Context: an optimization exercise on an open-source flow, tuned for small area, a short achievable clock period and few clock cycles per item. The choices shown serve that exercise and are no tape-out recipe.
In this exercise RTL edits were held to simulation tests only and were not proved equivalent to the original.
Power and IR drop assume default switching activity.

==> raven <==
## jet_region_cut
module jet_region_cut (
  input  logic        clk,
  input  logic        rst_n,
  input  logic        in_valid,
  output logic        in_ready,
  input  logic [56:0] in_data,
  output logic        out_valid,
  input  logic        out_ready,
  output logic [21:0] out_data,
  input  logic        psel,
  input  logic        penable,
  input  logic        pwrite,
  input  logic [5:0]  paddr,
  input  logic [63:0] pwdata,
  output logic [63:0] prdata,
  output logic        pready
);
  jrc_pkg::jrc_in_t  in_s;
  jrc_pkg::jrc_out_t out_s;
  assign in_s     = in_data;
  assign out_data = out_s;
  fuzzy_jet_region_cut_unit u_unit (
    .clk       (clk),
    .rst_n     (rst_n),
    .in_valid  (in_valid),
    .in_ready  (in_ready),
    .in_data   (in_s),
    .out_valid (out_valid),
    .out_ready (out_ready),
    .out_data  (out_s),
    .psel      (psel),
    .penable   (penable),
    .pwrite    (pwrite),
    .paddr     (paddr),
    .pwdata    (pwdata),
    .prdata    (prdata),
    .pready    (pready)
  );
endmodule
==> flow/config.mk <==
export PLATFORM = sky130hd
export DESIGN_NAME = jet_region_cut
export DESIGN_NICKNAME = jet_region_cut
export VERILOG_FILES = /design/flow/design.v
export SDC_FILE = /design/flow/constraint.sdc
export NUM_CORES = 4
export LEC_CHECK = 0
export ABC_AREA = 1
export CAP_MARGIN = 20
export CORE_MARGIN = 2
export CORE_UTILIZATION = 40
export SLEW_MARGIN = 20
==> flow/constraint.sdc <==
create_clock -name core_clock -period 12.5 [get_ports {clk}]
set_input_delay 2.5000 -clock core_clock [delete_from_list [all_inputs] [get_ports {clk}]]
set_output_delay 2.5000 -clock core_clock [all_outputs]
set_load 0.01 [all_outputs]
standard.sh (not shown) runs the stock make flow with config.mk's settings and CLKGATE_MAP_FILE= SYNTH_SCRIPT=/design/flow/synth_recipe.tcl, a recipe that flattens the netlist after the stock synthesis.
==> flow/flow/run.sh <==
#!/bin/bash
set -euo pipefail
bash standard.sh SETUP_SLACK_MARGIN=7 finish > standard_flow.log 2>&1
==> delta (differences from raven) <==
==> flow/flow/run.sh (replaced) <==
#!/bin/bash
set -euo pipefail
bash standard.sh SETUP_SLACK_MARGIN=6 finish > standard_flow.log 2>&1
CTS_BUF_LIST = sky130_fd_sc_hd__clkbuf_8   (was unset)
CTS_CLUSTER_SIZE = 30   (was unset)
==> summary of the runs <==
- delta finished with timing, DRC and antenna clean. raven finished clean.
- In clock power, raven and delta hardly differ.
- Between raven and delta, the lower first-iteration DRC count is in delta (gap 15%, measured against delta).
- In flip-flop and latch count, raven and delta do not differ.
- In raven the sequential share of layout area is lower than in delta, by 2.7 points.
==> figures <==
quantity	delta	raven
Startpoint type of the worst setup path	primary input	flip-flop
Fraction of final layout cells with drive strength greater than 1	0.133	0.247
Clk_buf instances	68	44
Synthesis-to-layout area growth	23.9%	41.2%
Number of buffers added for setup after CTS	37	221
Fillers	7154	6422
Placed cell area	31100 µm²	31900 µm²
Wire length of the first global-routing pass	168 mm	186 mm
DRT iter0 DRCs	3002	3451
Run status	no timing/DRC/antenna violations	no timing/DRC/antenna violations
Testbench counts of raven, summed over its fixed seeds: cycles 9,448, items 7,756.
Testbench counts of delta, summed over its fixed seeds: cycles 9,448, items 7,756.

---

==> inputs of run R <==
Another version of the RTL of jet_region_cut (not shown whole).
Settings: LEC_CHECK=0, CAP_MARGIN=20, CORE_MARGIN=2, CORE_UTILIZATION=40, SETUP_SLACK_MARGIN=5, SLEW_MARGIN=20; clock period 12.5 ns.
run.sh (not shown) runs the stock make flow with config.mk's settings and CLKGATE_MAP_FILE= SYNTH_SCRIPT=/design/flow/synth_recipe.tcl, a recipe that flattens the netlist after the stock synthesis.
Stock flow here: none of the scripts above is used.
==> run B: changes against run R <==
--- a/flow/design.v
+++ b/flow/design.v
@@ -358,16 +358,18 @@
   logic [16:0] fval;
   logic        fp;
   logic [16:0] f;
   logic [16:0] a_op;
   logic        enter;
   logic        start_p, start_r, r_lo_rw, r_lo_half;
   logic        adv;
   logic [2:0]  pos_nxt;
+  logic [2:0]  pdsel;
+  logic        nm;
   logic        set_w, set_rw;
   logic [16:0] w_set, rw_set;
   logic        eng_done, eng_pass;
   logic [16:0] eng_w;
   logic        res_pass;
   logic [16:0] res_w;
   logic        out_free;
   logic        out_valid_r;
@@ -380,22 +382,22 @@
     if (!mkind_r) begin
       mx = (pos_r < 3'd2) ? e_inv_r[15:0] : y_inv_r[15:0];
     end else begin
       mx = (pos_r == 3'd1 || pos_r == 3'd6) ? weight_r[15:0] : rw_r[15:0];
     end
     pp   = mx * lo_r[K-1:0];
     msum = acc_r + pp;
     case (pos_r)
-      3'd0:    begin pcls = cls[0]; pneg = d[0][20]; pd = d[0][15:0]; end
-      3'd1:    begin pcls = cls[1]; pneg = d[1][20]; pd = d[1][15:0]; end
-      3'd2:    begin pcls = cls[2]; pneg = d[2][20]; pd = d[2][15:0]; end
-      3'd3:    begin pcls = cls[3]; pneg = d[3][20]; pd = d[3][15:0]; end
-      3'd4:    begin pcls = cls[4]; pneg = d[4][20]; pd = d[4][15:0]; end
-      default: begin pcls = cls[5]; pneg = d[5][20]; pd = d[5][15:0]; end
+      3'd0:    begin pcls = cls[0]; pneg = d[0][20]; end
+      3'd1:    begin pcls = cls[1]; pneg = d[1][20]; end
+      3'd2:    begin pcls = cls[2]; pneg = d[2][20]; end
+      3'd3:    begin pcls = cls[3]; pneg = d[3][20]; end
+      3'd4:    begin pcls = cls[4]; pneg = d[4][20]; end
+      default: begin pcls = cls[5]; pneg = d[5][20]; end
     endcase
     if (pneg) begin
       fpass = (lo_r != 16'd0) && !lo_r[15];
       fval  = {1'b0, lo_r};
     end else begin
       fpass = 1'b1;
       fval  = acc_r[0] ? jrc_pkg::WEIGHT_ONE : {1'b0, lo_r};
     end
@@ -486,19 +488,37 @@
           if (n_rng == 2'd0) begin
             eng_done = 1'b1;
             eng_pass = 1'b1;
             eng_w    = w_set;
           end
         end else begin
           set_rw  = 1'b1;
           pos_nxt = 3'd6;
+          if (weight_r[16] || rw_set[16]) begin
+            eng_done = 1'b1;
+            eng_pass = 1'b1;
+            eng_w    = weight_r[16] ? rw_set : weight_r;
+          end
         end
       end
     end
+    pdsel = (enter || adv) ? pos_nxt : pos_r;
+    case (pdsel)
+      3'd0:    begin nm = M[0]; pd = d[0][15:0]; end
+      3'd1:    begin nm = M[1]; pd = d[1][15:0]; end
+      3'd2:    begin nm = M[2]; pd = d[2][15:0]; end
+      3'd3:    begin nm = M[3]; pd = d[3][15:0]; end
+      3'd4:    begin nm = M[4]; pd = d[4][15:0]; end
+      3'd5:    begin nm = M[5]; pd = d[5][15:0]; end
+      default: begin nm = 1'b0; pd = d[5][15:0]; end
+    endcase
+    if ((enter || adv) && nm && !eng_done) begin
+      start_p = 1'b1;
+    end
   end
   assign commit   = job_v && out_free && (busy_r ? eng_done : !(tested && slow));
   assign res_pass = busy_r ? eng_pass : fast_pass;
   assign res_w    = busy_r ? eng_w : fast_w;
   always_ff @(posedge clk) begin
     if (!rst_n) begin
       busy_r      <= 1'b0;
       out_valid_r <= 1'b0;
@@ -550,17 +570,17 @@
         lo_r <= rw_r[15:0];
       end else if (r_lo_half) begin
         lo_r <= 16'h8000;
       end
       mul_r   <= 1'b1;
       mkind_r <= start_r;
       cnt_r   <= 2'd0;
     end
-    if (!busy_r) begin
+    if (!busy_r && !enter) begin
       mul_r <= 1'b0;
     end
   end
   assign out_valid          = out_valid_r;
   assign out_data.matched    = matched_r;
   assign out_data.cut_weight = weight_r;
   assign out_data.held_jet   = held_r;
 endmodule
==> flow/flow/run.sh (new file) <==
#!/bin/bash
# The standard layout (standard.sh: the standard synthesis, floorplan, placement,
# CTS, routing and finish) with two changes:
#  - ORFS's timing repair aims 6 ns under the clock period, not at most 5 ns;
#  - every input and output port still gets its own buffer (buffer_ports), but the
#    buffer is sky130_fd_sc_hd__buf_1 instead of the clkdlybuf4s50_1 it picks itself.
# The full make output goes to standard_flow.log here; ORFS's own logs are under orfs/logs.
set -euo pipefail
bash standard.sh SETUP_SLACK_MARGIN=6 "BUFFER_PORTS_ARGS=-buffer_cell sky130_fd_sc_hd__buf_1" finish > standard_flow.log 2>&1
==> flow/standard.sh (new file) <==
#!/bin/bash
# synth_recipe.tcl (not shown) runs the flow's synth.tcl, then flattens the netlist and writes it again
# the make line also repeats each setting of config.mk as NAME=value (left out here)
make -C /OpenROAD-flow-scripts/flow DESIGN_CONFIG=/design/flow/config.mk WORK_HOME=/design/flow/orfs CLKGATE_MAP_FILE= SYNTH_SCRIPT=/design/flow/synth_recipe.tcl "${@:-finish}"
ABC_AREA = 1   (was unset)
CTS_BUF_LIST = sky130_fd_sc_hd__clkbuf_8   (was unset)
CTS_CLUSTER_SIZE = 30   (was unset)
SETUP_SLACK_MARGIN = unset   (was 5)
removed: flow/run.sh
==> summary of the runs <==
Run B produced a clean layout. Run R completed without violations.
Clock power is about the same in run B and run R.
Clock-buffer cell count: run R is lower than run B (18).
Against run R, the global-route usage of run B is lower by 0.081 points.
In sequential power, run R and run B hardly differ.
Against run B, the clock skew of run R is lower by 0.014 ns.
In run B the die area is smaller than in run R, by 1.6%.
Between run B and run R, the lower sequential share of layout area is in run R (gap 0.084 points).
Combinational power is about the same in run B and run R.
Between run R and run B, the lower first-iteration DRC count is in run R (gap about 24%, measured against run B).
Between run R and run B, the lower area after synthesis is in run B (gap about 1.6%, measured against run B).
Of run R and run B, run B has the higher synthesized cell count (gap 16%, measured against run B).
Testbench counts of run R, summed over its fixed seeds: cycles 9,706, items 7,756.
Testbench counts of run B, summed over its fixed seeds: cycles 9,448, items 7,756.

[re-timing with driven ports]
How much do the figures lean on ideal ports? The routed layouts below were timed once more, with nothing changed but the port constraints. Step 1, drivers: a clkbuf_16 drives clk and a buf_2 each remaining input, both assumed. Step 2 moves the port delays by t, midway between the first and last clock arrival at a register: inputs arrive t later, outputs are due t later. That takes back most of the time a late clock gives input paths. Three values: no drivers, after step 1, after step 2; two values: the first two.
| run | shift t [ns] | setup slack, ns | worst hold slack (ns) | pins driven straight from the clock port |
|---|---|---|---|---|
| raven | 0.646 | 6.072 / 6.048 / 6.048 | 0.450 / 0.450 / 0.450 | 1 |
| delta | 0.742 | 5.946 / 5.923 / 5.888 | 0.449 / 0.449 / 0.449 | 1 |
| run R | 0.639 | 5.119 / 5.078 / 5.078 | 0.455 / 0.455 / 0.455 | 1 |
| run B | 0.726 | 5.901 / 5.841 / 5.841 | 0.450 / 0.450 / 0.450 | 1 |
After both steps setup and hold are still met in every run listed. For run B, which loses most, drivers alone change the setup slack by -0.060 ns; drivers and shift together by -0.060 ns.
